This design comes from an exercise in tuning for small area and a short achievable clock period on the open sky130 flow, not from production work. Where RTL was checked, it was by simulation tests only, not by an equivalence proof against the original. Power and IR drop assume default switching activity.

== P ==
## sync_fifo
module sync_fifo #(
    parameter int WIDTH     = sync_fifo_pkg::DEF_WIDTH,
    parameter int DEPTH     = sync_fifo_pkg::DEF_DEPTH,
    parameter int AFULL_TH  = DEPTH - 4,
    parameter int AEMPTY_TH = 4
) (
    input  logic                       clk,
    input  logic                       m_rst,
    input  logic                       w_valid,
    input  logic [WIDTH-1:0]           w_data,
    output logic                       w_ready,
    input  logic                       r_valid,
    output logic [WIDTH-1:0]           r_data,
    output logic                       r_data_valid,
    output logic                       full,
    output logic                       empty,
    output logic                       almost_full,
    output logic                       almost_empty,
    output logic [sync_fifo_pkg::clog2(DEPTH):0]      level,
    output logic                       overflow,
    output logic                       underflow
);
Size in the first run: about 2200 flip-flops, roughly 83 I/O pins, about 0.079 mm^2 of cells after synthesis.
export LEC_CHECK = 0
export CAP_MARGIN = 20
export CORE_MARGIN = 2
export CORE_UTILIZATION = 55
export SETUP_SLACK_MARGIN = 2.5
export SLEW_MARGIN = 20
export SYNTH_HIERARCHICAL = 1
export SYNTH_MINIMUM_KEEP_SIZE = 0
export TNS_END_PERCENT = 10
create_clock -name core_clock -period 4.5 [get_ports {clk}]
standard.sh (not shown) runs the stock make flow with config.mk's settings and CLKGATE_MAP_FILE= SYNTH_SCRIPT=/design/flow/synth_recipe.tcl, a recipe that flattens the netlist after the stock synthesis.
==> flow/flow/run.sh <==
#!/bin/bash
# Standard layout (the standard.sh) with two changes:
#  - flow/move.tcl runs before detailed placement: each port buffer is resized
#    to a stronger buffer, each register that drives an output port (with any
#    inverter between them) is moved next to that port's output buffer, and
#    every NAND4 gate that drives a long net is upsized;
#    detailed placement then legalises them as usual.
#  - clock tree synthesis clusters up to 25 sinks within 100 um per leaf buffer
#    and inserts no dummy loads.
set -euo pipefail
W=$(pwd)
bash standard.sh \
  PRE_DETAIL_PLACE_TCL="$W/flow/move.tcl" \
  "CTS_ARGS=-sink_clustering_enable -repair_clock_nets -sink_clustering_size 25 -sink_clustering_max_diameter 100 -dont_use_dummy_load" \
  finish > "$W/standard_flow.log" 2>&1
==> flow/flow/move.tcl <==
# Runs inside ORFS detail_place.tcl (PRE_DETAIL_PLACE_TCL hook), design loaded.
# 1. Resize every port buffer (input and output) to a stronger buffer.
# 2. Move each flip-flop that drives an output port (directly or through
#    buffers/inverters) and the cells between them onto the output buffer's
#    location; detailed placement then legalises them.
# 3. Upsize NAND4 gates that drive long nets (see below).
proc driver_inst {net} {
  foreach it [$net getITerms] {
    if {[$it isOutputSignal]} { return [$it getInst] }
  }
  return ""
}
proc input_net {inst} {
  foreach it [$inst getITerms] {
    if {[$it isInputSignal] && [$it getNet] ne "NULL"} { return [$it getNet] }
  }
  return ""
}
set db [ord::get_db]
set block [ord::get_db_block]
set in_buf [$db findMaster sky130_fd_sc_hd__buf_8]
set out_buf [$db findMaster sky130_fd_sc_hd__buf_6]
set moved 0
set sized 0
foreach bterm [$block getBTerms] {
  set net [$bterm getNet]
  if {$net eq "NULL"} { continue }
  if {[$net getSigType] eq "CLOCK"} { continue }
  if {[$bterm getIoType] eq "INPUT"} {
    set loads {}
    foreach it [$net getITerms] { lappend loads [$it getInst] }
    if {[llength $loads] == 1} {
      set b [lindex $loads 0]
      if {[string match "*__buf_*" [[$b getMaster] getName]] || [string match "*dlybuf*" [[$b getMaster] getName]] || [string match "*dlygate*" [[$b getMaster] getName]]} {
        $b swapMaster $in_buf
        incr sized
      }
    }
    continue
  }
  if {[$bterm getIoType] ne "OUTPUT"} { continue }
  set obuf [driver_inst $net]
  if {$obuf eq ""} { continue }
  set oname [[$obuf getMaster] getName]
  if {[string match "*__buf_*" $oname] || [string match "*dlybuf*" $oname] || [string match "*dlygate*" $oname]} {
    $obuf swapMaster $out_buf
    incr sized
  }
  lassign [$obuf getLocation] x y
  set inst $obuf
  set chain {}
  for {set k 0} {$k < 4} {incr k} {
    set n [input_net $inst]
    if {$n eq ""} { break }
    set d [driver_inst $n]
    if {$d eq ""} { break }
    set mname [[$d getMaster] getName]
    if {[string match "*__df*" $mname]} {
      foreach c $chain { $c setLocation $x $y }
      $d setLocation $x $y
      incr moved
      puts "move: [$d getName] ($mname) -> $x $y for [$bterm getName] via [llength $chain] cells"
      break
    }
    if {![string match "*buf*" $mname] && ![string match "*inv*" $mname]} { break }
    lappend chain $d
    set inst $d
  }
}
puts "move: resized $sized port buffers, moved $moved output flip-flops"

# 3. The read port's NAND4 gates drive the longest wires of the read path
#    (from each group of words to the bit's final OR): size each NAND4 by the
#    span of the net it drives in the global placement (half-perimeter of the
#    pins' bounding box): 2x drive above 40 um, 4x drive above 120 um.
set n4_2 [$db findMaster sky130_fd_sc_hd__nand4_2]
set n4_4 [$db findMaster sky130_fd_sc_hd__nand4_4]
set up2 0
set up4 0
foreach inst [$block getInsts] {
  if {[[$inst getMaster] getName] ne "sky130_fd_sc_hd__nand4_1"} { continue }
  set onet ""
  foreach it [$inst getITerms] { if {[$it isOutputSignal]} { set onet [$it getNet] } }
  if {$onet eq "" || $onet eq "NULL"} { continue }
  lassign [$inst getLocation] x0 y0
  set x1 $x0
  set y1 $y0
  foreach it [$onet getITerms] {
    lassign [[$it getInst] getLocation] x y
    if {$x < $x0} { set x0 $x }
    if {$x > $x1} { set x1 $x }
    if {$y < $y0} { set y0 $y }
    if {$y > $y1} { set y1 $y }
  }
  set hpwl [expr {($x1 - $x0 + $y1 - $y0) / double([$block getDbUnitsPerMicron])}]
  if {$hpwl > 120} {
    $inst swapMaster $n4_4
    incr up4
  } elseif {$hpwl > 40} {
    $inst swapMaster $n4_2
    incr up2
  }
}
puts "move: upsized NAND4 gates: $up2 to 2x, $up4 to 4x"
#### Input delta (Q over P)
Settings: CORE_UTILIZATION: 55 -> 60.
## What came out
P went all the way through the flow, and no timing, DRC or antenna check failed.
Q finished every step from synthesis to the final layout, and the layout passed the timing, DRC and antenna checks.
Power after layout: P and Q compared, higher one is P
Q against P; post-layout instance count excluding filler cells is down by a few percent.
Looking at met1 wire length across P and Q, the one that comes out lower is Q.
For R, these inputs were changed with respect to Q:
Settings: a change of CORE_UTILIZATION from 60 to 55; a change of SETUP_SLACK_MARGIN from 2.5 to 2.8.
diff --git a/flow/flow/run.sh b/flow/flow/run.sh
--- a/flow/flow/run.sh
+++ b/flow/flow/run.sh
@@ -5,3 +5,3 @@
 #    inverter between them) is moved next to that port's output buffer, and
-#    every NAND4 gate that drives a long net is upsized;
+#    every NAND4 gate is upsized to the 2x drive;
 #    detailed placement then legalises them as usual.
diff --git a/flow/flow/move.tcl b/flow/flow/move.tcl
--- a/flow/flow/move.tcl
+++ b/flow/flow/move.tcl
@@ -5,3 +5,3 @@
 #    location; detailed placement then legalises them.
-# 3. Upsize NAND4 gates that drive long nets (see below).
+# 3. Upsize NAND4 gates (see below).
 proc driver_inst {net} {
@@ -72,33 +72,11 @@
 # 3. The read port's NAND4 gates drive the longest wires of the read path
-#    (from each group of words to the bit's final OR): size each NAND4 by the
-#    span of the net it drives in the global placement (half-perimeter of the
-#    pins' bounding box): 2x drive above 40 um, 4x drive above 120 um.
-set n4_2 [$db findMaster sky130_fd_sc_hd__nand4_2]
-set n4_4 [$db findMaster sky130_fd_sc_hd__nand4_4]
-set up2 0
-set up4 0
+#    (from each group of words to the bit's final OR): use the 2x drive size.
+set n4 [$db findMaster sky130_fd_sc_hd__nand4_2]
+set up 0
 foreach inst [$block getInsts] {
-  if {[[$inst getMaster] getName] ne "sky130_fd_sc_hd__nand4_1"} { continue }
-  set onet ""
-  foreach it [$inst getITerms] { if {[$it isOutputSignal]} { set onet [$it getNet] } }
-  if {$onet eq "" || $onet eq "NULL"} { continue }
-  lassign [$inst getLocation] x0 y0
-  set x1 $x0
-  set y1 $y0
-  foreach it [$onet getITerms] {
-    lassign [[$it getInst] getLocation] x y
-    if {$x < $x0} { set x0 $x }
-    if {$x > $x1} { set x1 $x }
-    if {$y < $y0} { set y0 $y }
-    if {$y > $y1} { set y1 $y }
-  }
-  set hpwl [expr {($x1 - $x0 + $y1 - $y0) / double([$block getDbUnitsPerMicron])}]
-  if {$hpwl > 120} {
-    $inst swapMaster $n4_4
-    incr up4
-  } elseif {$hpwl > 40} {
-    $inst swapMaster $n4_2
-    incr up2
+  if {[[$inst getMaster] getName] eq "sky130_fd_sc_hd__nand4_1"} {
+    $inst swapMaster $n4
+    incr up
   }
 }
-puts "move: upsized NAND4 gates: $up2 to 2x, $up4 to 4x"
+puts "move: upsized $up NAND4 gates"
### Flow results
Between Q and R, the flow reports total power increasing slightly. In the flow results for Q and R, the clock power is larger on R. [R] final-layout fill cell count rose 1124 relative to Q. Re worst reg-to-reg path cell count: Q and R aren't equal, and the lower value belongs to Q. Against Q, R comes in 2.5 points lower on register share of the cell area. Between Q and R, number of rows in the core area increased.

========
run A:
Another version of the RTL of sync_fifo (not shown whole).
Size: about 2200 flip-flops, roughly 0.080 mm2 of cells after synthesis.
==> flow/config.mk <==
export PLATFORM = sky130hd
export DESIGN_NAME = sync_fifo
export DESIGN_NICKNAME = sync_fifo
export VERILOG_FILES = /design/flow/design.v
export SDC_FILE = /design/flow/constraint.sdc
export NUM_CORES = 4
export LEC_CHECK = 0
export CAP_MARGIN = 20
export CORE_MARGIN = 2
export CORE_UTILIZATION = 55
export SETUP_SLACK_MARGIN = 2.5
export SLEW_MARGIN = 20
export SYNTH_HIERARCHICAL = 1
export SYNTH_MINIMUM_KEEP_SIZE = 0
export TNS_END_PERCENT = 30
==> flow/constraint.sdc <==
create_clock -name core_clock -period 4.5 [get_ports {clk}]
set_input_delay 0.9000 -clock core_clock [delete_from_list [all_inputs] [get_ports {clk}]]
set_output_delay 0.9000 -clock core_clock [all_outputs]
set_load 0.01 [all_outputs]
==> flow/flow/run.sh <==
#!/bin/bash
# Standard layout (the standard.sh) with two changes:
#  - flow/move.tcl runs before detailed placement: each port buffer is resized
#    to a stronger buffer, and each register that drives an output port (with
#    any inverter between them) is moved next to that port's output buffer;
#    detailed placement then legalises them as usual.
#  - clock tree synthesis clusters up to 25 sinks within 100 um per leaf buffer
#    and inserts no dummy loads.
set -euo pipefail
W=$(pwd)
bash standard.sh \
  PRE_DETAIL_PLACE_TCL="$W/flow/move.tcl" \
  "CTS_ARGS=-sink_clustering_enable -repair_clock_nets -sink_clustering_size 25 -sink_clustering_max_diameter 100 -dont_use_dummy_load" \
  finish > "$W/standard_flow.log" 2>&1
Other scripts of this flow, unchanged in this note and not shown: flow/flow/move.tcl
--- input diff run A..run B ---
Settings: a change of TNS_END_PERCENT from 30 to 10.
[summary]
Run B | stages: all done | timing, DRC, antenna: all pass. | average routed wire per standard cell | run B vs run A | 3.3% lower |. Run A → run B: power saw little to no change, wire length saw a decrease. In run B the final cycle utilization of the critical path turned out 0.86 points higher than in run A. | synthesized cell count | run A vs run B | ≈ equal |. Compared with run A, in run B worst setup slack saw a decrease; via count saw a decrease.
No functional check of the RTL was part of any run of this note.

[what the ideal ports hide]
How much do the figures lean on ideal ports? The routed layouts below were timed once more, with nothing changed but the port constraints. Step 1 (the two cells are an assumption about what drives the block):
set clk [get_ports {clk}]
set_driving_cell -lib_cell sky130_fd_sc_hd__clkbuf_16 $clk
set_driving_cell -lib_cell sky130_fd_sc_hd__buf_2 [delete_from_list [all_inputs] $clk]
Step 2 times the ports against the registers' clock, not the clock port: input delays grow and output delays shrink by t, the midpoint of the rising clock arrivals with the driver on. a / b / c = ideal ports / drivers / drivers and shift; a / b = the first two.
run	t (ns)	slack for setup (ns)	worst setup path at the end	worst slew at a driven data input, ns
P	0.814	2.250 / 2.162 / 1.674	input to register	0.09
Q	0.795	2.127 / 2.073 / 1.673	input to register	0.07
R	0.810	2.198 / 2.119 / 1.657	input to register	0.15
run A	0.811	1.968 / 1.968 / 1.654	input to register	0.11
run B	0.824	1.929 / 1.929 / 1.455	input to register	0.12
After both steps every run listed still meets setup and hold. For P, which loses most, drivers alone change the setup slack by -0.088 ns; drivers and shift together by -0.576 ns.
